Source: an optimization exercise on an open RTL-to-GDS flow (aim: small area, a short achievable clock period and few clock cycles). Production flows keep margins and buffers that such runs may drop. No run shown here included a check of the RTL's function; only the layout flow was run.

--- design.v ---
package mfh_pkg;
	localparam int VAL_W = 18;    
	localparam int DEG_W = 9;
	localparam int CFG_W = 16;
	localparam int XW  = 34;
	localparam int YAW = 34;
	localparam int YBW = 27;
	localparam int SW  = 24;      
	localparam logic [CFG_W-1:0] TIMEOUT_RESET = 16'd50;
	localparam logic [7:0] CH_S     = 8'h53;
	localparam logic [7:0] CH_PLUS  = 8'h2B;
	localparam logic [7:0] CH_MINUS = 8'h2D;
	localparam logic [1:0] PH_BLANK = 2'd0;
	localparam logic [1:0] PH_SIGN  = 2'd1;
	localparam logic [1:0] PH_DIGIT = 2'd2;
	localparam logic [1:0] PH_STOP  = 2'd3;
	localparam logic [1:0] RUN_XZ      = 2'd0;
	localparam logic [1:0] RUN_HEADING = 2'd1;
	localparam logic [1:0] RUN_YZ      = 2'd2;
	localparam logic signed [SW-1:0] ATAN0 = 24'sd2949120;
	function automatic logic [SW-1:0] atan_a(input logic [2:0] j);
		logic [SW-1:0] v;
		case (j)
			3'd0:    v = 24'd1740967;
			3'd1:    v = 24'd919879;
			3'd2:    v = 24'd466945;
			3'd3:    v = 24'd234379;
			3'd4:    v = 24'd117304;
			3'd5:    v = 24'd58666;
			3'd6:    v = 24'd29335;
			default: v = 24'd14668;
		endcase
		atan_a = v;
	endfunction
	function automatic logic [SW-1:0] atan_b(input logic [2:0] j);
		logic [SW-1:0] v;
		case (j)
			3'd0:    v = 24'd7334;
			3'd1:    v = 24'd3667;
			3'd2:    v = 24'd1833;
			3'd3:    v = 24'd917;
			3'd4:    v = 24'd458;
			3'd5:    v = 24'd229;
			default: v = 24'd115;
		endcase
		atan_b = v;
	endfunction
endpackage
module mfh_cordic_step #(
	parameter int YW  = 34,
	parameter int SH0 = 1
) (
	input  logic [2:0]                    j,
	input  logic [mfh_pkg::XW-1:0]        x,
	input  logic signed [YW-1:0]          y,
	input  logic signed [mfh_pkg::SW-1:0] s,
	output logic [mfh_pkg::XW-1:0]        x_n,
	output logic signed [YW-1:0]          y_n,
	output logic signed [mfh_pkg::SW-1:0] s_n
);
	localparam int XW = mfh_pkg::XW;
	localparam int SW = mfh_pkg::SW;
	logic                 neg;
	logic signed [YW-1:0] ysh0, ysh;
	logic [XW-1:0]        xsh0, xsh;
	logic [SW-1:0]        t;
	logic signed [XW-1:0] ysh_x;
	logic [XW:0]          x_sum;
	logic [YW:0]          y_sum;
	logic [SW:0]          s_sum;
	assign neg  = y[YW-1];
	assign ysh0 = y >>> SH0;
	assign xsh0 = x >> SH0;
	assign ysh  = ysh0 >>> j;
	assign xsh  = xsh0 >> j;
	assign t    = (SH0 == 1) ? mfh_pkg::atan_a(j) : mfh_pkg::atan_b(j);
	assign ysh_x = ysh;
	assign x_sum = {x, 1'b1} + {ysh_x ^ {XW{neg}}, neg};
	assign y_sum = {y, 1'b1} + {xsh[YW-1:0] ^ {YW{!neg}}, !neg};
	assign s_sum = {s, 1'b1} + {t ^ {SW{neg}}, neg};
	assign x_n = x_sum[XW:1];
	assign y_n = y_sum[YW:1];
	assign s_n = s_sum[SW:1];
endmodule
module magnetometer_frame_heading (
	input  logic                                 clk,
	input  logic                                 arst_n,
	input  logic                                 in_valid,
	output logic                                 in_stall,
	input  logic                                 command,
	input  logic [7:0]                           rx_byte,
	output logic                                 out_valid,
	input  logic                                 out_stall,
	output logic                                 send_request,
	output logic                                 frame_done,
	output logic                                 frame_ok,
	output logic [mfh_pkg::DEG_W-1:0]            heading_deg,
	output logic [mfh_pkg::DEG_W-1:0]            tilt_xz_deg,
	output logic [mfh_pkg::DEG_W-1:0]            tilt_yz_deg,
	output logic signed [mfh_pkg::VAL_W-1:0]     field_x,
	output logic signed [mfh_pkg::VAL_W-1:0]     field_y,
	output logic signed [mfh_pkg::VAL_W-1:0]     field_z,
	input  logic                                 cfg_we,
	input  logic [0:0]                           cfg_index,
	input  logic [mfh_pkg::CFG_W-1:0]            cfg_data
);
	localparam int XW  = mfh_pkg::XW;
	localparam int YAW = mfh_pkg::YAW;
	localparam int YBW = mfh_pkg::YBW;
	localparam int SW  = mfh_pkg::SW;
	localparam int VW  = mfh_pkg::VAL_W;
	localparam int DW  = mfh_pkg::DEG_W;
	logic [15:0]          timeout_q;
	logic                 link_q;
	logic                 in_stall_q;
	logic [4:0]           pos_q;
	logic                 win_x_q, win_z_q, win_y_q, first_q;
	logic                 start_q;
	logic [15:0]          silence_q;
	logic                 armed_q;
	logic [1:0]           ph_q;
	logic                 mn_q;
	logic signed [VW-1:0] vx_q, vz_q, vy_q;
	logic [1:0]           ld_q;       
	logic                 jc_q;       
	logic                 ld_hd_q, ld_yz_q;   
	logic                 a_v_q, a_spec_q, a_ex_q;
	logic [1:0]           a_t_q;
	logic [2:0]           a_code_q, a_j_q;
	logic [XW-1:0]        a_x_q;
	logic signed [YAW-1:0] a_y_q;
	logic signed [SW-1:0] a_s_q;
	logic                 b_v_q, b_spec_q, b_ex_q;
	logic [1:0]           b_t_q;
	logic [2:0]           b_code_q, b_j_q;
	logic [XW-1:0]        b_x_q;
	logic signed [YBW-1:0] b_y_q;
	logic signed [SW-1:0] b_s_q;
	logic                 o_valid_q, o_fill_q;
	logic                 o_send_q, o_done_q, o_ok_q;
	logic [DW-1:0]        o_head_q, o_xz_q, o_yz_q;
	logic signed [VW-1:0] o_x_q, o_y_q, o_z_q;
	logic        in_acc, acc_byte, acc_tick, close, close_now;
	logic [15:0] tick_inc, limit;
	logic        tick_fire, drop, fire_res;
	assign in_acc    = in_valid && !in_stall_q;
	assign acc_byte  = in_acc && !command;
	assign acc_tick  = in_acc && command;
	assign close     = (pos_q == 5'd27);
	assign close_now = acc_byte && close;
	assign tick_inc  = silence_q + 16'd1;
	assign limit     = (timeout_q == 16'd0) ? 16'd1 : timeout_q;
	assign tick_fire = armed_q && (tick_inc >= limit);
	assign drop      = acc_tick && tick_fire;
	assign fire_res  = drop && link_q;
	logic                 win_x, win_z, win_y, win, first;
	logic                 blank, digit, sgn;
	logic [1:0]           ph_cur, ph_nxt;
	logic                 mn_cur, mn_nxt, take_digit;
	logic signed [VW-1:0] v_sel, v_cur, v_nxt, v_dig, v10;
	logic [VW-5:0]        v10_p, v10_m;
	logic [5:0]           lo;
	assign win_x = win_x_q;
	assign win_z = win_z_q;
	assign win_y = win_y_q;
	assign win   = win_x || win_z || win_y;
	assign first = first_q;
	assign blank = (rx_byte == 8'h20) || (rx_byte >= 8'h09 && rx_byte <= 8'h0D);
	assign digit = (rx_byte >= 8'h30) && (rx_byte <= 8'h39);
	assign sgn   = (rx_byte == mfh_pkg::CH_PLUS) || (rx_byte == mfh_pkg::CH_MINUS);
	always_comb begin
		v_sel  = win_x ? vx_q : (win_z ? vz_q : vy_q);
		ph_cur = first ? mfh_pkg::PH_BLANK : ph_q;
		mn_cur = first ? 1'b0 : mn_q;
		v_cur  = first ? '0 : v_sel;
		ph_nxt = ph_cur;
		mn_nxt = mn_cur;
		take_digit = 1'b0;
		case (ph_cur)
			mfh_pkg::PH_BLANK: begin
				if (blank) begin
					ph_nxt = mfh_pkg::PH_BLANK;
				end else if (sgn) begin
					ph_nxt = mfh_pkg::PH_SIGN;
					mn_nxt = (rx_byte == mfh_pkg::CH_MINUS);
				end else if (digit) begin
					ph_nxt = mfh_pkg::PH_DIGIT;
					take_digit = 1'b1;
				end else begin
					ph_nxt = mfh_pkg::PH_STOP;
				end
			end
			mfh_pkg::PH_SIGN, mfh_pkg::PH_DIGIT: begin
				if (digit) begin
					ph_nxt = mfh_pkg::PH_DIGIT;
					take_digit = 1'b1;
				end else begin
					ph_nxt = mfh_pkg::PH_STOP;
				end
			end
			default: begin
			end
		endcase
		v10   = (v_cur <<< 3) + (v_cur <<< 1);
		v10_p = v10[VW-1:4] + 14'd1;
		v10_m = v10[VW-1:4] - 14'd1;
		lo    = {2'b00, v10[3:0]} + (mn_cur ? -{2'b00, rx_byte[3:0]} : {2'b00, rx_byte[3:0]});
		v_dig = {({(VW-4){!lo[5] &&  lo[4]}} & v10_p)
			| ({(VW-4){lo[5]}} & v10_m)
			| ({(VW-4){!lo[4]}} & v10[VW-1:4]), lo[3:0]};
		v_nxt = take_digit ? v_dig : v_cur;
	end
	logic signed [VW-1:0] y_op, x_op;
	logic                 xneg, yneg, xzero, yzero, eqmag, ld_ex, ld_s;
	logic [VW-1:0]        x1, cx, cy;
	logic signed [VW-1:0] y1;
	logic [2:0]           ld_code;
	logic                 ld_ready, a_free, a_load, a_iter, a_xfer, spec_new;
	logic                 b_free, b_wb;
	logic [XW-1:0]        a_x_n;
	logic signed [YAW-1:0] a_y_n;
	logic signed [SW-1:0] a_s_n;
	always_comb begin
		y_op  = ld_yz_q ? vy_q : vx_q;
		x_op  = ld_hd_q ? vy_q : vz_q;
		xneg  = x_op[VW-1];
		yneg  = y_op[VW-1];
		xzero = (x_op == '0);
		yzero = (y_op == '0);
		ld_s  = xneg ^ yneg;
		cx    = {{(VW-2){1'b0}}, xneg && yneg, ld_s};
		cy    = {{(VW-2){1'b0}}, xneg && !yneg, !ld_s};
		x1    = (x_op ^ {VW{xneg}}) + (y_op ^ {VW{yneg}}) + cx;
		y1    = (y_op ^ {VW{xneg}}) + (x_op ^ {VW{!yneg}}) + cy;
		eqmag = (x_op == y_op) || ((x_op ^ y_op) == ((x_op | y_op) << 1));
		ld_ex = xzero || yzero || eqmag;
		if (yzero) begin
			ld_code = xneg ? 3'd4 : 3'd0;
		end else if (xzero) begin
			ld_code = yneg ? 3'd6 : 3'd2;
		end else if (eqmag) begin
			ld_code = xneg ? (yneg ? 3'd5 : 3'd3) : (yneg ? 3'd7 : 3'd1);
		end else begin
			ld_code = xneg ? 3'd4 : 3'd0;
		end
	end
	assign ld_ready = (ld_q != 2'd3) && (jc_q || (start_q &&
		((ld_q == mfh_pkg::RUN_XZ) ? (pos_q >= 5'd17) : (pos_q >= 5'd25))));
	assign b_wb     = b_v_q && (b_j_q == 3'd7) && !b_spec_q;
	assign b_free   = !b_v_q || b_wb;
	assign a_xfer   = a_v_q && (a_j_q == 3'd7) && b_free;
	assign a_iter   = a_v_q && ((a_j_q != 3'd7) || b_free);
	assign a_free   = !a_v_q || a_xfer;
	assign a_load   = ld_ready && a_free;
	assign spec_new = !jc_q && !close_now;
	mfh_cordic_step #(.YW(YAW), .SH0(1)) u_step_a (
		.j   (a_j_q),
		.x   (a_x_q),
		.y   (a_y_q),
		.s   (a_s_q),
		.x_n (a_x_n),
		.y_n (a_y_n),
		.s_n (a_s_n)
	);
	logic [XW-1:0]         b_x_n;
	logic signed [YBW-1:0] b_y_n;
	logic signed [SW-1:0]  b_s_n;
	logic signed [9:0]     k_off, v_deg;
	logic signed [7:0]     s_hi;
	logic                  s_frac;
	logic [DW-1:0]         deg;
	mfh_cordic_step #(.YW(YBW), .SH0(9)) u_step_b (
		.j   (b_j_q),
		.x   (b_x_q),
		.y   (b_y_q),
		.s   (b_s_q),
		.x_n (b_x_n),
		.y_n (b_y_n),
		.s_n (b_s_n)
	);
	always_comb begin
		case (b_code_q)
			3'd0:    k_off = 10'sd0;
			3'd1:    k_off = -10'sd45;
			3'd2:    k_off = -10'sd90;
			3'd3:    k_off = -10'sd135;
			3'd4:    k_off = -10'sd180;
			3'd5:    k_off = -10'sd225;
			3'd6:    k_off = -10'sd270;
			default: k_off = -10'sd315;
		endcase
		k_off  = k_off + ((b_t_q == mfh_pkg::RUN_HEADING) ? 10'sd270 : 10'sd180);
		s_hi   = b_s_q[SW-1:16];
		s_frac = |b_s_q[15:0];
		v_deg  = b_ex_q ? k_off : k_off - 10'(s_hi) - 10'(s_frac);
		if (v_deg < 0) begin
			deg = DW'(v_deg + 10'sd360);
		end else if (v_deg >= 10'sd360) begin
			deg = DW'(v_deg - 10'sd360);
		end else begin
			deg = DW'(v_deg);
		end
	end
	logic [4:0]  pos_d;
	logic [1:0]  ld_d, ld_inc;
	logic        jc_d, o_fill_d, o_valid_d, maybe_fire, stall_d;
	always_comb begin
		pos_d = pos_q;
		if (acc_byte) begin
			pos_d = close ? 5'd0 : pos_q + 5'd1;
		end else if (drop) begin
			pos_d = 5'd0;
		end
		ld_inc = ld_q + (a_load ? 2'd1 : 2'd0);
		ld_d   = ld_inc;
		jc_d   = jc_q;
		if (close_now) begin
			if (ld_inc == 2'd3) begin
				ld_d = 2'd0;
				jc_d = 1'b0;
			end else begin
				jc_d = start_q;
			end
		end else if (jc_q) begin
			if (ld_inc == 2'd3) begin
				ld_d = 2'd0;
				jc_d = 1'b0;
			end
		end else if (drop) begin
			ld_d = 2'd0;
		end
		o_fill_d  = o_fill_q;
		o_valid_d = o_valid_q && out_stall;
		if (close_now) begin
			o_fill_d  = start_q;
			o_valid_d = !start_q;
		end else if (fire_res) begin
			o_valid_d = 1'b1;
		end else if (b_wb && b_t_q == mfh_pkg::RUN_YZ) begin
			o_fill_d  = 1'b0;
			o_valid_d = 1'b1;
		end
		maybe_fire = ({1'b0, silence_q} + 17'd2) >= {1'b0, limit};
		stall_d = ((o_fill_d || o_valid_d) && ((pos_d == 5'd27) || maybe_fire))
			|| (jc_d && (((ld_d != mfh_pkg::RUN_YZ) && (pos_d == 5'd4)) || (pos_d == 5'd12)));
	end
	always_ff @(posedge clk or negedge arst_n) begin
		if (!arst_n) begin
			timeout_q  <= mfh_pkg::TIMEOUT_RESET;
			link_q     <= 1'b1;
			in_stall_q <= 1'b0;
			pos_q      <= '0;
			win_x_q    <= 1'b0;
			win_z_q    <= 1'b0;
			win_y_q    <= 1'b0;
			first_q    <= 1'b0;
			start_q    <= 1'b0;
			silence_q  <= '0;
			armed_q    <= 1'b1;
			ld_q       <= '0;
			ld_hd_q    <= 1'b0;
			ld_yz_q    <= 1'b0;
			jc_q       <= 1'b0;
			a_v_q      <= 1'b0;
			b_v_q      <= 1'b0;
			o_valid_q  <= 1'b0;
			o_fill_q   <= 1'b0;
		end else begin
			if (cfg_we) begin
				if (cfg_index[0]) begin
					link_q <= cfg_data[0];
				end else begin
					timeout_q <= cfg_data;
				end
			end
			in_stall_q <= stall_d;
			pos_q      <= pos_d;
			win_x_q    <= (pos_d >= 5'd4)  && (pos_d <= 5'd8);
			win_z_q    <= (pos_d >= 5'd12) && (pos_d <= 5'd16);
			win_y_q    <= (pos_d >= 5'd20) && (pos_d <= 5'd24);
			first_q    <= (pos_d == 5'd4) || (pos_d == 5'd12) || (pos_d == 5'd20);
			ld_q       <= ld_d;
			ld_hd_q    <= (ld_d == mfh_pkg::RUN_HEADING);
			ld_yz_q    <= (ld_d == mfh_pkg::RUN_YZ);
			jc_q       <= jc_d;
			o_fill_q   <= o_fill_d;
			o_valid_q  <= o_valid_d;
			if (acc_byte) begin
				silence_q <= '0;
				armed_q   <= 1'b1;
				if (close) begin
					start_q <= 1'b0;
				end else if (pos_q == 5'd0) begin
					start_q <= (rx_byte == mfh_pkg::CH_S);
				end
			end else if (acc_tick && armed_q) begin
				if (tick_fire) begin
					start_q   <= 1'b0;
					silence_q <= '0;
					armed_q   <= link_q;
				end else begin
					silence_q <= tick_inc;
				end
			end
			if (a_load) begin
				a_v_q <= !(drop && spec_new);
			end else if (a_xfer) begin
				a_v_q <= 1'b0;
			end else if (drop && a_spec_q) begin
				a_v_q <= 1'b0;
			end
			if (a_xfer) begin
				b_v_q <= !(drop && a_spec_q);
			end else if (b_wb) begin
				b_v_q <= 1'b0;
			end else if (drop && b_spec_q) begin
				b_v_q <= 1'b0;
			end
		end
	end
	always_ff @(posedge clk) begin
		if (acc_byte && win) begin
			ph_q <= ph_nxt;
			mn_q <= mn_nxt;
			if (win_x) vx_q <= v_nxt;
			if (win_z) vz_q <= v_nxt;
			if (win_y) vy_q <= v_nxt;
		end
		if (a_load) begin
			a_spec_q <= spec_new;
			a_t_q    <= ld_q;
			a_code_q <= ld_code;
			a_ex_q   <= ld_ex;
			a_j_q    <= 3'd0;
			a_x_q    <= {x1, 16'd0};
			a_y_q    <= {y1, 16'd0};
			a_s_q    <= ld_s ? -mfh_pkg::ATAN0 : mfh_pkg::ATAN0;
		end else begin
			if (close_now) begin
				a_spec_q <= 1'b0;
			end
			if (a_iter) begin
				a_j_q <= a_j_q + 3'd1;
				a_x_q <= a_x_n;
				a_y_q <= a_y_n;
				a_s_q <= a_s_n;
			end
		end
		if (a_xfer) begin
			b_spec_q <= a_spec_q && !close_now;
			b_t_q    <= a_t_q;
			b_code_q <= a_code_q;
			b_ex_q   <= a_ex_q;
			b_j_q    <= 3'd0;
			b_x_q    <= a_x_n;
			b_y_q    <= a_y_n[YBW-1:0];
			b_s_q    <= a_s_n;
		end else begin
			if (close_now) begin
				b_spec_q <= 1'b0;
			end
			if (b_v_q && b_j_q != 3'd7) begin
				b_j_q <= b_j_q + 3'd1;
				b_s_q <= b_s_n;
			end
			b_x_q <= b_x_n;
			b_y_q <= b_y_n;
		end
		if (close_now) begin
			o_send_q <= link_q;
			o_done_q <= 1'b1;
			o_ok_q   <= start_q;
			o_head_q <= '0;
			o_xz_q   <= '0;
			o_yz_q   <= '0;
			o_x_q    <= start_q ? vx_q : '0;
			o_y_q    <= start_q ? vy_q : '0;
			o_z_q    <= start_q ? vz_q : '0;
		end else if (fire_res) begin
			o_send_q <= 1'b1;
			o_done_q <= 1'b0;
			o_ok_q   <= 1'b0;
			o_head_q <= '0;
			o_xz_q   <= '0;
			o_yz_q   <= '0;
			o_x_q    <= '0;
			o_y_q    <= '0;
			o_z_q    <= '0;
		end else if (b_wb) begin
			case (b_t_q)
				mfh_pkg::RUN_XZ:      o_xz_q   <= deg;
				mfh_pkg::RUN_HEADING: o_head_q <= deg;
				default:              o_yz_q   <= deg;
			endcase
		end
	end
	assign in_stall     = in_stall_q;
	assign out_valid    = o_valid_q;
	assign send_request = o_send_q;
	assign frame_done   = o_done_q;
	assign frame_ok     = o_ok_q;
	assign heading_deg  = o_head_q;
	assign tilt_xz_deg  = o_xz_q;
	assign tilt_yz_deg  = o_yz_q;
	assign field_x      = o_x_q;
	assign field_y      = o_y_q;
	assign field_z      = o_z_q;
endmodule
--- run.sh ---
#!/bin/bash
# synth_recipe.tcl (not shown) runs the flow's synth.tcl, then flattens the netlist and writes it again
# the make line also repeats each setting of config.mk as NAME=value (left out here)
make -C /OpenROAD-flow-scripts/flow DESIGN_CONFIG=/design/flow/config.mk WORK_HOME=/design/flow/orfs CLKGATE_MAP_FILE= SYNTH_SCRIPT=/design/flow/synth_recipe.tcl finish
--- config.mk ---
export PLATFORM = sky130hd
export DESIGN_NAME = magnetometer_frame_heading
export DESIGN_NICKNAME = magnetometer_frame_heading
export VERILOG_FILES = /design/flow/design.v
export SDC_FILE = /design/flow/constraint.sdc
export NUM_CORES = 4
export LEC_CHECK = 0
export ABC_AREA = 1
export CAP_MARGIN = 20
export CORE_MARGIN = 2
export CORE_UTILIZATION = 40
export SETUP_SLACK_MARGIN = 3.0
export SLEW_MARGIN = 20
--- constraint.sdc ---
create_clock -name core_clock -period 7.5 [get_ports {clk}]
set_input_delay 1.5000 -clock core_clock [delete_from_list [all_inputs] [get_ports {clk}]]
set_output_delay 1.5000 -clock core_clock [all_outputs]
set_load 0.01 [all_outputs]
==> results.txt, run 1 <==
post-synthesis sequential area ratio=0.279; IO Count=117; Total Neg Setup Slack=0 ns; Final period util=0.569; H-tree levels=2; Reg2Reg Launch Point=b_j_q[0]$_SDFFE_PP0P_; clock sinks=392; R2R setup slack=3.23 ns; Final Slew Violations=0; first-pass GRT wire length=181000 µm; Place WS=2.09 ns; crit end category=flip-flop; Vias=35.3k; unrepaired setup endpoints after global routing=yes; Top FF cell, synth=edfxtp_1; PortBufs=116; Via-to-Cell Ratio=5.40; CP max FO=60; Chip Width=307 µm; HP Class=flip-flop to flip-flop; clk slew on worst S/H paths=0.06 ns; Synthesized Nets=5626; Slew HR=0.309; WS Path Type=flip-flop to flip-flop; count leader, synth=nand2_1; R2R depth=17; # rows=111; final setup fails=0; GRT Util Overall=0.238; WHS Endpoint=b_code_q[0]$_DFFE_PP_; cells after synthesis=5249; largest net degree at the start of global routing=77; die height=307 µm; Synthesis Warnings=3; Routed WL per cell=17.6 µm; max_cap viols=0; Core Region=91200 µm²; Layout Nets=5685; Clock Tree Buf Depth=3; critical path startpoint category=flip-flop; Placer Congestion=0.931; synthesized area per cell=6.99 µm²; share of layout cells above drive strength 1=0.0612; Overflow after GRT=0; post-route insts no fill=6533; Starting Density=0.402; post-route ant nets=0; Root Buffer=clkbuf_16; hold_buf cts=0; largest cells by area after synthesis=edfxtp_1, nand2_1, ha_1, o21ai_0, dfxtp_1; Worst Path Required=7.93 ns; initial antenna violation count=2; total CTS buffers=48; Worst Slack Setup Final=3.23 ns; Seq cells post-synth=392; Worst-Skew Late Latency=0.63 ns; mapped cell area=36700 µm²; Fmax achieved=234 MHz; top cells by count, synth=nand2_1, inv_1, o21ai_0, nor2_1, a21oi_1; Post-Route WL=115000 µm; Area Overhead vs Synth=12.3%; Post-synth EDFFs=211; worst-margin pin slew=1.04 ns; Clock Skews=0.0466 ns; ys async rst share=0.138; Worst Path Arrival=4.70 ns; Placed Instances=6414; CTS tree=yes; Yosys cell types=77; Die ar.=94100 µm²; Synth top area share=0.173; hold_sp=a_code_q[0]$_SDFFCE_PP0P_; Detailed Route Iter0 Violations=2915; DRC Markers=0; DP HPWL=88500 µm; endpoints failing hold=0; area leader, netlist=edfxtp_1; status=timing/DRC/antenna clean; worst hold stages=0; RR Endpoint=b_x_q[32]$_DFF_P_; Tmin final=4.27 ns; vias in the first global route=33.2k; DRT Pass-1 Iters=8
metal layers:
layer,global-route usage,share of wire
met4,0.0613,0.026
met3,0.0235,0.056
met2,0.387,0.45
met1,0.338,0.47
met5,0,0
per-stage QoR:
step	util	hold slack (ns)	cell area (µm²)
final	0.451	0.419	41200
after global routing	0.451	0.431	41200
after CTS	0.446	0.421	40700
after detailed placement	0.427	0.405	38900
after global placement	0.427	0.405	38900
after floorplan	-	0.400	36700
sequential cells by signal (all words and copies together) (netlist names), 5 cells and up:
signal,flops
a_x_q,34
a_y_q,34
b_x_q,34
b_y_q,27
a_s_q,24
b_s_q,24
o_x_q,18
o_y_q,18
o_z_q,18
vx_q,18
vy_q,18
vz_q,18
silence_q,16
timeout_q,16
o_head_q,9
o_xz_q,9
o_yz_q,9
pos_q,5
cell type report:
cell class / instances / area, µm²
multi-input cells: 4101 / 23900
fillers: 9414 / 50100
diodes: 1 / 2.50
flip-flops and latches: 392 / 10300
well taps: 1186 / 1480
repair buffers: 178 / 1720
inverters: 587 / 2220
clock buffers: 63 / 1350
clock inverters: 25 / 283
timing repair:
item	in CTS	in global routing
gates resized for setup	21	75
gates cloned	2	1
endpoints found under the setup margin	207	199
buffers inserted	3	24
pin swaps	1	10
worst max path at each step:
stage,start,endpoint,slack (ns),cells after the start
final,b_j_q[0]$_SDFFE_PP0P_,b_x_q[32]$_DFF_P_,3.23,17
after global routing,b_code_q[0]$_DFFE_PP_,o_head_q[7]$_SDFFE_PP0P_,2.98,31
after CTS,b_j_q[0]$_SDFFE_PP0P_,b_x_q[32]$_DFF_P_,2.93,17
after detailed placement,rx_byte[0],vy_q[5]$_DFFE_PP_,2.09,16
after global placement,rx_byte[0],vx_q[5]$_DFFE_PP_,2.11,16
after floorplan,ld_hd_q$_DFF_PN0_,a_y_q[33]$_DFFE_PP_,3.00,25
cell families after synthesis:
| group | after synthesis | share of synthesized area |
|---|---|---|
| and+or+nand+nor | 2206 | 0.254 |
| DFF | 392 | 0.279 |
| buffers and inverters | 758 | 0.0796 |
| AOI/OAI and AO/OA | 1176 | 0.176 |
| xor gates and xnor gates | 342 | 0.0829 |
| adders and majority gates | 346 | 0.120 |
| muxes | 29 | 0.00795 |
cells in the final DEF, fill, tap and decap left out, types with 10 or more instances in the layout:
cell	n
a21oi_1	353
o21ai_2	13
xor2_1	264
o22ai_1	29
o21a_1	21
o211ai_1	21
o21bai_1	14
clkbuf_16	50
xnor2_1	67
nor3_1	49
nand4_1	55
inv_2	10
nand3_1	316
a211oi_1	10
o21ai_1	65
fa_1	10
dfxtp_1	122
nand2_2	18
dfrtp_1	46
buf_4	46
nor4_1	19
nand2_1	1205
mux2i_1	28
clkdlybuf4s50_1	115
edfxtp_1	211
a31oi_1	39
buf_6	10
nor2_1	424
nand3b_1	22
inv_1	568
o21ai_0	518
or2_2	45
ha_1	333
a21o_1	20
critical path, cell delays in order (launching register included):
cell and delay [ns]:
dfxtp_2 0.31, clkbuf_8 0.33, inv_4 0.22, nand2_1 0.12, o21ai_0 0.14, o21ai_0 0.36, mux2i_1 0.15, xor2_1 0.16
ha_1 0.38, nand2_1 0.14, nor4_2 0.32, nand4_1 0.28, a31oi_1 0.41, nand2_1 0.20, nor2_1 0.20, nand3_1 0.12
xor2_1 0.13, o21ai_0 0.08
==> run 2, diff against run 1 <==
--- a/design.v
+++ b/design.v
@@ -267,5 +267,6 @@
 	logic signed [SW-1:0]  b_s_n;
-	logic signed [9:0]     k_off, v_deg;
+	logic signed [10:0]    k_off, k_p, k_m, s_inv, sh11;
+	logic [11:0]           v_sum, p_sum, m_sum;
 	logic signed [7:0]     s_hi;
-	logic                  s_frac;
+	logic                  s_frac, c_in;
 	logic [DW-1:0]         deg;
@@ -281,22 +282,30 @@
 	always_comb begin
+		logic signed [10:0] kb;
 		case (b_code_q)
-			3'd0:    k_off = 10'sd0;
-			3'd1:    k_off = -10'sd45;
-			3'd2:    k_off = -10'sd90;
-			3'd3:    k_off = -10'sd135;
-			3'd4:    k_off = -10'sd180;
-			3'd5:    k_off = -10'sd225;
-			3'd6:    k_off = -10'sd270;
-			default: k_off = -10'sd315;
+			3'd0:    kb = 11'sd0;
+			3'd1:    kb = -11'sd45;
+			3'd2:    kb = -11'sd90;
+			3'd3:    kb = -11'sd135;
+			3'd4:    kb = -11'sd180;
+			3'd5:    kb = -11'sd225;
+			3'd6:    kb = -11'sd270;
+			default: kb = -11'sd315;
 		endcase
-		k_off  = k_off + ((b_t_q == mfh_pkg::RUN_HEADING) ? 10'sd270 : 10'sd180);
+		k_off  = kb + ((b_t_q == mfh_pkg::RUN_HEADING) ? 11'sd270 : 11'sd180);
+		k_p    = k_off + 11'sd360;
+		k_m    = k_off - 11'sd360;
 		s_hi   = b_s_q[SW-1:16];
 		s_frac = |b_s_q[15:0];
-		v_deg  = b_ex_q ? k_off : k_off - 10'(s_hi) - 10'(s_frac);
-		if (v_deg < 0) begin
-			deg = DW'(v_deg + 10'sd360);
-		end else if (v_deg >= 10'sd360) begin
-			deg = DW'(v_deg - 10'sd360);
+		sh11   = s_hi;
+		s_inv  = b_ex_q ? 11'h7FF : ~sh11;
+		c_in   = b_ex_q || !s_frac;
+		v_sum  = {k_off, 1'b1} + {s_inv, c_in};
+		p_sum  = {k_p, 1'b1} + {s_inv, c_in};
+		m_sum  = {k_m, 1'b1} + {s_inv, c_in};
+		if (v_sum[11]) begin
+			deg = p_sum[DW:1];
+		end else if (!m_sum[11]) begin
+			deg = m_sum[DW:1];
 		end else begin
-			deg = DW'(v_deg);
+			deg = v_sum[DW:1];
 		end
--- a/config.mk
+++ b/config.mk
@@ -7,3 +7,2 @@
 export LEC_CHECK = 0
-export ABC_AREA = 1
 export CAP_MARGIN = 20
==> results.txt, run 2 <==
Detailed Route Iter0 Violations=2619 (was 2915); GRT Util Overall=0.225 (was 0.238); most common cell after layout, fill and taps aside=nand2_1 (unchanged); Die ar.=90900 µm² (was 94100 µm²); largest net degree at the start of global routing=78 (was 77); Crit-path slowest cell=mux4_2 (was a31oi_1); most frequent cells in the layout=nand2_1, ha_1, a21oi_1, xnor2_1, nor2_1 (was nand2_1, inv_1, o21ai_0, nor2_1, a21oi_1); Top Registers=a_x_q x34, a_y_q x34, b_x_q x34 (unchanged); Via-to-Cell Ratio=5.71 (was 5.40); Synth top area share=0.179 (was 0.173); Synthesized Nets=4333 (was 5626); DRC Markers=0 (unchanged); Synthesis Warnings=3 (unchanged); status=timing/DRC/antenna clean (unchanged); Layout Nets=4473 (was 5685); DRT Pass-1 Iters=5 (was 8); cells after synthesis=3952 (was 5249); ys async rst share=0.138 (unchanged); Slew HR=0.262 (was 0.309); Placer Congestion=0.940 (was 0.931); clk slew on worst S/H paths=0.06 ns (about the same); max_cap viols=0 (unchanged); Tmin final=4.38 ns (was 4.27 ns); post-route ant nets=0 (unchanged); H-tree levels=2 (unchanged); post-synthesis sequential area ratio=0.289 (was 0.279); synthesized area per cell=8.96 µm² (was 6.99 µm²); Final Slew Violations=0 (unchanged); Yosys cell types=96 (was 77); Worst Path Required=7.79 ns (was 7.93 ns); Top FF cell, synth=edfxtp_1 (unchanged); Worst Path Arrival=4.67 ns (was 4.70 ns); Total Neg Setup Slack=0 ns (unchanged); dpl cell area=37700 µm² (was 38900 µm²); DP HPWL=77500 µm (was 88500 µm); Fmax achieved=228 MHz (was 234 MHz); Overflow after GRT=0 (unchanged); Place WS=1.92 ns (was 2.09 ns); Design Area, Final=41400 µm² (was 41200 µm²); count leader, synth=nand2_1 (unchanged); crit end category=flip-flop (unchanged); worst-margin pin slew=1.11 ns (was 1.04 ns); Critical Path Max Stage Delay=0.54 ns (was 0.41 ns); Clock Tree Buf Depth=3 (unchanged); Routed WL per cell=20.2 µm (was 17.6 µm); total CTS buffers=45 (was 48); final setup fails=0 (unchanged); share of layout cells above drive strength 1=0.131 (was 0.0612); Post-Route WL=107000 µm (was 115000 µm); Core Region=88100 µm² (was 91200 µm²); CTS tree=yes (unchanged); Area Overhead vs Synth=17.1% (was 12.3%); clock sinks=392 (unchanged); Root Buffer=clkbuf_16 (unchanged); endpoints failing hold=0 (unchanged); diodes inserted=0 (was 1); unrepaired setup endpoints after global routing=yes (unchanged); fillers=8453 (was 9414); # rows=109 (was 111); area leader, netlist=edfxtp_1 (unchanged); hold_buf cts=0 (unchanged); Chip Width=301 µm (was 307 µm); IO Count=117 (unchanged); largest cells by area after synthesis=edfxtp_1, ha_1, xnor2_1, dfxtp_1, mux2i_1 (was edfxtp_1, nand2_1, ha_1, o21ai_0, dfxtp_1); Final period util=0.584 (was 0.569); Post-synth EDFFs=211 (unchanged); first-pass GRT wire length=164000 µm (was 181000 µm); CP max FO=6 (was 60); Clock Skews=0.0428 ns (was 0.0466 ns); vias in the first global route=28.6k (was 33.2k); Seq cells post-synth=392 (unchanged); die height=301 µm (was 307 µm); Worst-Skew Late Latency=0.61 ns (was 0.63 ns); critical path startpoint category=flip-flop (unchanged); PortBufs=116 (unchanged); worst path cell trace=buf_4, buf_4, mux2i_2, mux4_2, xnor2_1, ha_1, a21o_1, a21oi_2, o21a_1, nor3_1, o41a_1, a21oi_4, nor3_1, o41ai_2, xor2_1, o22ai_1 (was clkbuf_8, inv_4, nand2_1, o21ai_0, o21ai_0, mux2i_1, xor2_1, ha_1, nand2_1, nor4_2, nand4_1, a31oi_1, nand2_1, nor2_1, nand3_1, xor2_1, o21ai_0); WS Path Type=flip-flop to flip-flop (unchanged); Vias=30.2k (was 35.3k); top cells by count, synth=nand2_1, ha_1, a21oi_1, xnor2_1, nor2_1 (was nand2_1, inv_1, o21ai_0, nor2_1, a21oi_1); HP Class=flip-flop to flip-flop (unchanged); mapped cell area=35400 µm² (was 36700 µm²); Starting Density=0.402 (about the same); Worst Slack Setup Final=3.12 ns (was 3.23 ns); initial antenna violation count=2 (unchanged)
-- run 2: final timing paths --
| kind | start | end | slack, ns | cells past startpoint |
|---|---|---|---|---|
| worst max register to register | a_j_q[1]$_SDFFE_PP0P_ | a_x_q[28]$_DFFE_PP_ | 3.12 | 16 |
| worst min register to register | a_t_q[0]$_DFFE_PP_ | b_t_q[0]$_DFFE_PP_ | 0.42 | 0 |
| worst max-delay path | a_j_q[1]$_SDFFE_PP0P_ | a_x_q[28]$_DFFE_PP_ | 3.12 | 16 |
| worst min-delay path | a_t_q[0]$_DFFE_PP_ | b_t_q[0]$_DFFE_PP_ | 0.42 | 0 |
| max in group asynchronous | arst_n | ld_hd_q$_DFF_PN0_ | 5.90 | 2 |
| min in group asynchronous | arst_n | silence_q[2]$_DFFE_PN0P_ | 1.03 | 2 |
-- run 2: cell type report --
class                   instances  area, µm²  share of cell area
flip-flops and latches        392      10300               0.248
repair buffers                272       2620              0.0631
inverters                     111        433              0.0104
multi-input cells            3270      25100               0.605
clock buffers                  55       1230              0.0296
clock inverters                29        363             0.00875
well taps                    1165       1460              0.0352
-- run 2: logic make-up after synthesis --
group           synth area share
fa+ha+maj                  0.126
simple gates               0.157
buf+inv                   0.0319
flops                      0.289
xor+xnor                   0.125
mux                       0.0928
compound gates             0.179
-- run 2: through the flow --
| step | hold slack [ns] | cells | util |
|---|---|---|---|
| 4_1_cts | 0.424 | 5227 | 0.455 |
| 3_5_place_dp | 0.410 | 5089 | 0.427 |
| 3_3_place_gp | 0.403 | 5089 | 0.427 |
| 5_1_grt | 0.426 | 5294 | 0.470 |
| 2_1_floorplan | 0.400 | 3952 | - |
| 6_report | 0.422 | 5294 | 0.470 |
-- run 2: layer usage --
layer  vias up  track usage  wire length [µm]
met1     14475        0.320             49600
li1      14726            -                 -
met5         -            0                 0
met2       861        0.364             49000
met3       161       0.0228              5340
met4         0       0.0602              2790
-- run 2: critical path, delay by kind of cell, from the launching register on --
family                     cells  cell delay, ns
muxes                          2            0.70
xor gates and xnor gates       2            0.41
buffers and inverters          2            0.32
DFF                            1            0.37
and+or+nand+nor                2            0.20
AOI/OAI and AO/OA              7            1.74
adders and majority gates      1            0.30
-- run 2: timing repair --
item                       in CTS  in global routing
buffers inserted               53                 63
setup endpoints to repair     235                193
resized for setup              88                173
pin swaps                      16                 66
gates cloned                    1                  4
==> run 3, diff against run 2 <==
--- a/config.mk
+++ b/config.mk
@@ -7,5 +7,6 @@
 export LEC_CHECK = 0
+export ABC_AREA = 1
 export CAP_MARGIN = 20
 export CORE_MARGIN = 2
-export CORE_UTILIZATION = 40
+export CORE_UTILIZATION = 60
 export SETUP_SLACK_MARGIN = 3.0
==> results.txt, run 3 <==
status=timing/DRC/antenna clean (unchanged); Place WS=1.92 ns (about the same); Die ar.=63000 µm² (was 90900 µm²); Top FF cell, synth=edfxtp_1 (unchanged); Synth top area share=0.173 (was 0.179); initial antenna violation count=6 (was 2); HP Class=flip-flop to flip-flop (unchanged); Total Neg Setup Slack=0 ns (unchanged); DRC Markers=0 (unchanged); Via-to-Cell Ratio=5.90 (was 5.71); WS Path Type=flip-flop to flip-flop (unchanged); Worst Slack Setup Final=3.15 ns (was 3.12 ns); H-tree levels=2 (unchanged); Tmin final=4.35 ns (was 4.38 ns); Synthesis Warnings=3 (unchanged); Worst-Skew Late Latency=0.62 ns (was 0.61 ns); Hold WS=0.418 ns (was 0.422 ns); largest net degree at the start of global routing=64 (was 78); count leader, synth=nand2_1 (unchanged); Routed WL per cell=18.7 µm (was 20.2 µm); Final Slew Violations=0 (unchanged); clk slew on worst S/H paths=0.06 ns (about the same); worst-margin pin slew=1.02 ns (was 1.11 ns); Area Overhead vs Synth=10.9% (was 17.1%); DP HPWL=85500 µm (was 77500 µm); Clock Skews=0.0236 ns (was 0.0428 ns); Synthesized Nets=5564 (was 4333); Post-Route WL=114000 µm (was 107000 µm); crit end category=flip-flop (unchanged); most frequent cells in the layout=nand2_1, inv_1, o21ai_0, nor2_1, a21oi_1 (was nand2_1, ha_1, a21oi_1, xnor2_1, nor2_1); most common cell after layout, fill and taps aside=nand2_1 (unchanged); fillers=5408 (was 8453); Chip Width=251 µm (was 301 µm); first-pass GRT wire length=177000 µm (was 164000 µm); Worst Path Arrival=4.86 ns (was 4.67 ns); max_cap viols=0 (unchanged); CP max FO=6 (unchanged); top cells by count, synth=nand2_1, inv_1, o21ai_0, nor2_1, a21oi_1 (was nand2_1, ha_1, a21oi_1, xnor2_1, nor2_1); GRT Util Overall=0.348 (was 0.225); post-route ant nets=0 (unchanged); final setup fails=0 (unchanged); cells after synthesis=5183 (was 3952); Post-synth EDFFs=211 (unchanged); clock sinks=392 (unchanged); synthesized area per cell=7.07 µm² (was 8.96 µm²); ys async rst share=0.138 (unchanged); Yosys cell types=78 (was 96); Detailed Route Iter0 Violations=3605 (was 2619); Fmax achieved=230 MHz (was 228 MHz); Seq cells post-synth=392 (unchanged); area leader, netlist=edfxtp_1 (unchanged); mapped cell area=36600 µm² (was 35400 µm²); fin util=0.673 (was 0.470); IO Count=117 (unchanged); Design Area, Final=40600 µm² (was 41400 µm²); CTS tree=yes (unchanged); share of layout cells above drive strength 1=0.0641 (was 0.131); Layout Nets=5626 (was 4473); DRT Pass-1 Iters=8 (was 5); die height=251 µm (was 301 µm); unrepaired setup endpoints after global routing=yes (unchanged); Slew HR=0.323 (was 0.262); Vias=35.8k (was 30.2k); critical path startpoint category=flip-flop (unchanged); Starting Density=0.607 (was 0.402); post-synthesis sequential area ratio=0.280 (was 0.289); # rows=90 (was 109); Root Buffer=clkbuf_16 (unchanged); PortBufs=116 (unchanged); endpoints failing hold=0 (unchanged); Final period util=0.580 (was 0.584); dpl cell area=38400 µm² (was 37700 µm²); vias in the first global route=33.0k (was 28.6k); hold_buf cts=0 (unchanged); Worst Path Required=8.01 ns (was 7.79 ns); Placer Congestion=0.976 (was 0.940); largest cells by area after synthesis=edfxtp_1, nand2_1, ha_1, dfxtp_1, o21ai_0 (was edfxtp_1, ha_1, xnor2_1, dfxtp_1, mux2i_1); Core Region=60400 µm² (was 88100 µm²); Clock Tree Buf Depth=3 (unchanged); Top Registers=a_x_q x34, a_y_q x34, b_x_q x34 (unchanged); Overflow after GRT=0 (unchanged); total CTS buffers=48 (was 45)
[run 3: metrics by stage]
stage | std cells
CTS | 6042
global route | 6068
detailed placement | 5946
global placement | 5946
floorplan | 5183
finish | 6069
[run 3: cell type report]
type                    count  area (µm²)  share of cell area
diodes                      2        5.00            0.000123
clock buffers              62        1330              0.0328
clock inverters            28         210             0.00517
inverters                 562        2140              0.0528
multi-input cells        4061       23900               0.588
flip-flops and latches    392       10200               0.252
well taps                 782         978              0.0241
repair buffers            180        1840              0.0452
[run 3: worst paths after layout]
kind / start / endpoint / slack (ns) / cells after the start
min in group asynchronous: arst_n / timeout_q[10]$_DFFE_PN0P_ / 1.02 / 2
hold / removal: a_ex_q$_DFFE_PP_ / b_ex_q$_DFFE_PP_ / 0.42 / 0
hold reg to reg: a_ex_q$_DFFE_PP_ / b_ex_q$_DFFE_PP_ / 0.42 / 0
setup reg to reg: b_code_q[0]$_DFFE_PP_ / o_xz_q[8]$_SDFFE_PP0P_ / 3.15 / 27
setup / recovery: b_code_q[0]$_DFFE_PP_ / o_xz_q[8]$_SDFFE_PP0P_ / 3.15 / 27
max in group asynchronous: arst_n / ld_hd_q$_DFF_PN0_ / 5.90 / 2
[run 3: kinds of logic after synthesis]
logic type,synth area share
simple gates,0.250
fa+ha+maj,0.121
flops,0.280
xor+xnor,0.0864
buf+inv,0.0764
compound gates,0.177
mux,0.00905
[run 3: critical path, stage by stage, from the launching register on]
cell and delay [ns]:
edfxtp_1 0.49, nand2_2 0.15, nand2_1 0.05, o21ai_0 0.10, inv_1 0.09, ha_2 0.40
nand2_1 0.11, o21ai_4 0.18, nand2_2 0.10, nand2_1 0.09, nand2_2 0.09, xnor2_4 0.21
inv_2 0.10, o21ai_0 0.11, xor2_1 0.22, inv_1 0.07, ha_1 0.30, nand2_1 0.07
inv_1 0.07, a221o_1 0.36, a31oi_4 0.22, nand3_4 0.14, nand2_4 0.15, nand2_2 0.06
nand3_2 0.11, nand3_1 0.09, nand2_1 0.09, inv_1 0.03
[run 3: routing by layer]
metal / track usage / vias to the layer above / wire length, µm
met3: 0.0496 / 220 / 8340
met1: 0.480 / 16634 / 49800
met4: 0.116 / 2 / 3950
met2: 0.563 / 1301 / 51600
met5: 0 / - / 11
li1: - / 17665 / -
[run 3: timing repair]
action | 4_1_cts | 5_1_grt
gates resized for setup | 23 | 75
buffers inserted | 5 | 20
setup endpoints to repair | 221 | 288
pin swaps | 1 | 8
gates cloned | 1 | 4
==> run 4, diff against run 3 <==
--- a/design.v
+++ b/design.v
@@ -52,3 +52,3 @@
 ) (
-	input  logic [2:0]                    j,
+	input  logic [7:0]                    jh,    
 	input  logic [mfh_pkg::XW-1:0]        x,
@@ -67,2 +67,3 @@
 	logic signed [XW-1:0] ysh_x;
+	logic signed [YW-1:0] ysk;
 	logic [XW:0]          x_sum;
@@ -73,5 +74,13 @@
 	assign xsh0 = x >> SH0;
-	assign ysh  = ysh0 >>> j;
-	assign xsh  = xsh0 >> j;
-	assign t    = (SH0 == 1) ? mfh_pkg::atan_a(j) : mfh_pkg::atan_b(j);
+	always_comb begin
+		ysh = '0;
+		xsh = '0;
+		t   = '0;
+		for (int k = 0; k < 8; k++) begin
+			ysk = ysh0 >>> k;
+			ysh = ysh | ({YW{jh[k]}} & ysk);
+			xsh = xsh | ({XW{jh[k]}} & (xsh0 >> k));
+			t   = t | ({SW{jh[k]}} & ((SH0 == 1) ? mfh_pkg::atan_a(3'(k)) : mfh_pkg::atan_b(3'(k))));
+		end
+	end
 	assign ysh_x = ysh;
@@ -128,3 +137,4 @@
 	logic [1:0]           a_t_q;
-	logic [2:0]           a_code_q, a_j_q;
+	logic [2:0]           a_code_q;
+	logic [7:0]           a_j_q;
 	logic [XW-1:0]        a_x_q;
@@ -134,3 +144,4 @@
 	logic [1:0]           b_t_q;
-	logic [2:0]           b_code_q, b_j_q;
+	logic [2:0]           b_code_q;
+	logic [7:0]           b_j_q;
 	logic [XW-1:0]        b_x_q;
@@ -248,6 +259,6 @@
 		((ld_q == mfh_pkg::RUN_XZ) ? (pos_q >= 5'd17) : (pos_q >= 5'd25))));
-	assign b_wb     = b_v_q && (b_j_q == 3'd7) && !b_spec_q;
+	assign b_wb     = b_v_q && b_j_q[7] && !b_spec_q;
 	assign b_free   = !b_v_q || b_wb;
-	assign a_xfer   = a_v_q && (a_j_q == 3'd7) && b_free;
-	assign a_iter   = a_v_q && ((a_j_q != 3'd7) || b_free);
+	assign a_xfer   = a_v_q && a_j_q[7] && b_free;
+	assign a_iter   = a_v_q && (!a_j_q[7] || b_free);
 	assign a_free   = !a_v_q || a_xfer;
@@ -256,3 +267,3 @@
 	mfh_cordic_step #(.YW(YAW), .SH0(1)) u_step_a (
-		.j   (a_j_q),
+		.jh  (a_j_q),
 		.x   (a_x_q),
@@ -273,3 +284,3 @@
 	mfh_cordic_step #(.YW(YBW), .SH0(9)) u_step_b (
-		.j   (b_j_q),
+		.jh  (b_j_q),
 		.x   (b_x_q),
@@ -442,3 +453,3 @@
 			a_ex_q   <= ld_ex;
-			a_j_q    <= 3'd0;
+			a_j_q    <= 8'd1;
 			a_x_q    <= {x1, 16'd0};
@@ -451,3 +462,3 @@
 			if (a_iter) begin
-				a_j_q <= a_j_q + 3'd1;
+				a_j_q <= {a_j_q[6:0], 1'b0};
 				a_x_q <= a_x_n;
@@ -462,3 +473,3 @@
 			b_ex_q   <= a_ex_q;
-			b_j_q    <= 3'd0;
+			b_j_q    <= 8'd1;
 			b_x_q    <= a_x_n;
@@ -470,4 +481,4 @@
 			end
-			if (b_v_q && b_j_q != 3'd7) begin
-				b_j_q <= b_j_q + 3'd1;
+			if (b_v_q && !b_j_q[7]) begin
+				b_j_q <= {b_j_q[6:0], 1'b0};
 				b_s_q <= b_s_n;
--- a/config.mk
+++ b/config.mk
@@ -7,6 +7,5 @@
 export LEC_CHECK = 0
-export ABC_AREA = 1
 export CAP_MARGIN = 20
 export CORE_MARGIN = 2
-export CORE_UTILIZATION = 60
+export CORE_UTILIZATION = 40
 export SETUP_SLACK_MARGIN = 3.0
==> results.txt, run 4 <==
Worst Path Arrival=4.87 ns (was 4.86 ns); Placer Congestion=0.926 (was 0.976); Final Slew Violations=0 (unchanged); Top FF cell, synth=edfxtp_1 (unchanged); Synth Area in Compound Gates=0.243 (was 0.177); Synthesized Nets=4776 (was 5564); R2R setup slack=3.13 ns (was 3.15 ns); vias in the first global route=31.0k (was 33.0k); Overflow after GRT=0 (unchanged); Worst-Skew Late Latency=0.64 ns (was 0.62 ns); WS Path Type=flip-flop to flip-flop (unchanged); post-synthesis xor/xnor area fraction=0.114 (was 0.0864); GRT Util Overall=0.233 (was 0.348); Post-Route WL=116000 µm (was 114000 µm); mapped cell area=37000 µm² (was 36600 µm²); total CTS buffers=51 (was 48); die height=308 µm (was 251 µm); worst path cell trace=buf_6, a21boi_1, ha_1, buf_6, nand2_1, nand2_2, o31a_1, nor2_4, nand2_2, xnor2_1, ha_1, a21oi_2, buf_4, o21ai_2, o21ai_2, o21ai_2, xor2_4, mux2i_1, mux2i_2, buf_4, nand2_1, a21oi_1; Core Region=91700 µm² (was 60400 µm²); Clock Tree Buf Depth=3 (unchanged); Placed Instances=5419 (was 5946); H-tree levels=2 (unchanged); area leader, netlist=edfxtp_1 (unchanged); cells after synthesis=4387 (was 5183); PortBufs=116 (unchanged); most frequent cells in the layout=a22oi_1, nand2_1, ha_1, a21oi_1, xnor2_1 (was nand2_1, inv_1, o21ai_0, nor2_1, a21oi_1); Layout Nets=4753 (was 5626); Worst Path Required=8.00 ns (was 8.01 ns); first-pass GRT wire length=178000 µm (was 177000 µm); Slew HR=0.311 (was 0.323); Crit-path slowest cell=edfxtp_1 (unchanged); unrepaired setup endpoints after global routing=yes (unchanged); post-route ant nets=0 (unchanged); Worst Slack Setup Final=3.13 ns (was 3.15 ns); most common cell after layout, fill and taps aside=a22oi_1 (was nand2_1); Post-synth EDFFs=211 (unchanged); initial antenna violation count=1 (was 6); area of the multi-input gates=25600 µm² (was 23900 µm²); largest net degree at the start of global routing=80 (was 64); status=timing/DRC/antenna clean (unchanged); area share of fa/ha/maj cells after synthesis=0.123 (was 0.121); endpoints failing hold=0 (unchanged); Tmin final=4.37 ns (was 4.35 ns); critical path startpoint category=flip-flop (unchanged); Die ar.=95000 µm² (was 63000 µm²); Starting Density=0.404 (was 0.607); IO Count=117 (unchanged); Place WS=2.33 ns (was 1.92 ns); Area Overhead vs Synth=13.9% (was 10.9%); DP HPWL=82200 µm (was 85500 µm); main combinational cell family by area after synthesis=compound AO/OA/AOI/OAI gates (was simple AND/OR/NAND/NOR gates); Yosys cell types=108 (was 78); DRT Pass-1 Iters=12 (was 8); post-route insts no fill=5593 (was 6069); # rows=111 (was 90); Top Registers=a_x_q x34, a_y_q x34, b_x_q x34 (unchanged); ys async rst share=0.134 (was 0.138); top cells by count, synth=a22oi_1, ha_1, nand2_1, a21oi_1, xnor2_1 (was nand2_1, inv_1, o21ai_0, nor2_1, a21oi_1); clk slew on worst S/H paths=0.06 ns (about the same); clock sinks=402 (was 392); DRC Markers=0 (unchanged); Detailed Route Iter0 Violations=4045 (was 3605); Final period util=0.583 (was 0.580); largest cells by area after synthesis=edfxtp_1, ha_1, xnor2_1, dfxtp_1, a22oi_1 (was edfxtp_1, nand2_1, ha_1, dfxtp_1, o21ai_0); CTS tree=yes (unchanged); CP max FO=6 (unchanged); Vias=33.8k (was 35.8k); Seq cells post-synth=402 (was 392); Synth top area share=0.171 (was 0.173); fillers=8951 (was 5408); Clock Skews=0.0472 ns (was 0.0236 ns); Chip Width=308 µm (was 251 µm); share of layout cells above drive strength 1=0.0926 (was 0.0641); post-synthesis mux area share=0.0271 (was 0.00905); post-synthesis sequential area ratio=0.282 (was 0.280); max_cap viols=0 (unchanged); Synth Area in Simple Gates=0.165 (was 0.250); Routed WL per cell=20.7 µm (was 18.7 µm); final setup fails=0 (unchanged); crit end category=flip-flop (unchanged); FF+latch area=10500 µm² (was 10200 µm²); HP Class=flip-flop to flip-flop (unchanged); worst-margin pin slew=1.03 ns (was 1.02 ns); Critical Path Max Stage Delay=0.54 ns (was 0.49 ns); Critical Path Most Common Cell=o21ai_2 (was nand2_1); synthesized area per cell=8.44 µm² (was 7.07 µm²); Fmax achieved=229 MHz (was 230 MHz); Synthesis Warnings=3 (unchanged); Root Buffer=clkbuf_16 (unchanged); Total Neg Setup Slack=0 ns (unchanged); hold_buf cts=0 (unchanged); Via-to-Cell Ratio=6.04 (was 5.90)
==> run 4: cell type report <==
type | instances | share of cell area
multi-input combinational | 3551 | 0.607
sequential | 402 | 0.249
timing repair buffer | 242 | 0.0561
tap | 1186 | 0.0352
clock buffer | 65 | 0.0320
clock inverter | 30 | 0.0106
inverter | 116 | 0.0104
antenna | 1 | 0.0000594
==> run 4: through the flow <==
step | util | hold WS [ns] | area [µm²]
2_1_floorplan | - | 0.400 | 37100
3_3_place_gp | 0.424 | 0.409 | 38900
3_5_place_dp | 0.424 | 0.406 | 38900
4_1_cts | 0.448 | 0.421 | 41000
5_1_grt | 0.460 | 0.429 | 42200
6_report | 0.460 | 0.418 | 42200
==> run 4: per-layer routing <==
layer | global-route usage | vias up | share of wire
li1 | - | 16215 | -
met1 | 0.339 | 16036 | 0.45
met2 | 0.356 | 1314 | 0.44
met3 | 0.0332 | 193 | 0.076
met4 | 0.0661 | 0 | 0.028
met5 | 0 | - | 0
==> run 4: critical path: cells and delay by family, from the launching register on <==
family,cells,cell delay (ns)
compound gates,7,0.96
xor+xnor,2,0.42
fa+ha+maj,2,0.72
buf+inv,4,0.66
flops,1,0.54
mux,2,0.37
simple gates,5,0.56
==> run 4: timing repair <==
action | CTS | global route
gates cloned | 2 | 1
endpoints found under the setup margin | 133 | 163
buffers inserted | 20 | 54
pin swaps | 3 | 43
resized for setup | 49 | 146
==> run 4: worst paths after layout <==
check / end / cells past startpoint / from
worst max register to register: o_yz_q[8]$_SDFFE_PP0P_ / 22 / b_code_q[1]$_DFFE_PP_
worst min-delay path: b_t_q[0]$_DFFE_PP_ / 0 / a_t_q[0]$_DFFE_PP_
worst max-delay path: o_yz_q[8]$_SDFFE_PP0P_ / 22 / b_code_q[1]$_DFFE_PP_
worst min register to register: b_t_q[0]$_DFFE_PP_ / 0 / a_t_q[0]$_DFFE_PP_
min in group asynchronous: timeout_q[6]$_DFFE_PN0P_ / 2 / arst_n
max in group asynchronous: silence_q[3]$_DFFE_PN0P_ / 2 / arst_n
==> run 4: cells by family (layout without fill, tap and decap cells) <==
kind of cell	Yosys count	count (layout)
and+or+nand+nor	1251	1251
adders and majority gates	359	359
buffers and inverters	435	453
AOI/OAI and AO/OA	1362	1362
muxes	99	100
DFF	402	402
other	0	1
xor gates and xnor gates	479	479

-- static timing again, ports no longer ideal --
In the flow no input, the clock included, has a driving cell. The finished layouts below were timed again as built, in two steps.
Step 1: set_driving_cell puts a clkbuf_16 on clk and a buf_2 on each other input, an assumption about the parent block.
Step 2 also shifts input and output timing later by t, the mid clock arrival at the registers, as if the neighbouring blocks saw the same clock.
Slacks: ideal / step 1 / step 2; pairs: ideal / step 1.
run | shift t [ns] | setup WS [ns] | worst setup path after step 2 | worst register clock-pin slew, ns | pins driven straight from the clock port
run 1 | 0.680 | 3.229 / 3.229 / 2.649 | input to register | 0.07 / 0.07 | 1
run 2 | 0.659 | 3.120 / 3.120 / 2.654 | input to register | 0.07 / 0.07 | 1
run 3 | 0.673 | 3.149 / 3.149 / 2.583 | input to register | 0.07 / 0.07 | 1
run 4 | 0.687 | 3.131 / 3.131 / 2.624 | input to register | 0.07 / 0.07 | 1
After both steps every run listed still meets setup and hold. For run 1, which loses most, drivers alone change the setup slack by 0.000 ns; drivers and shift together by -0.580 ns.
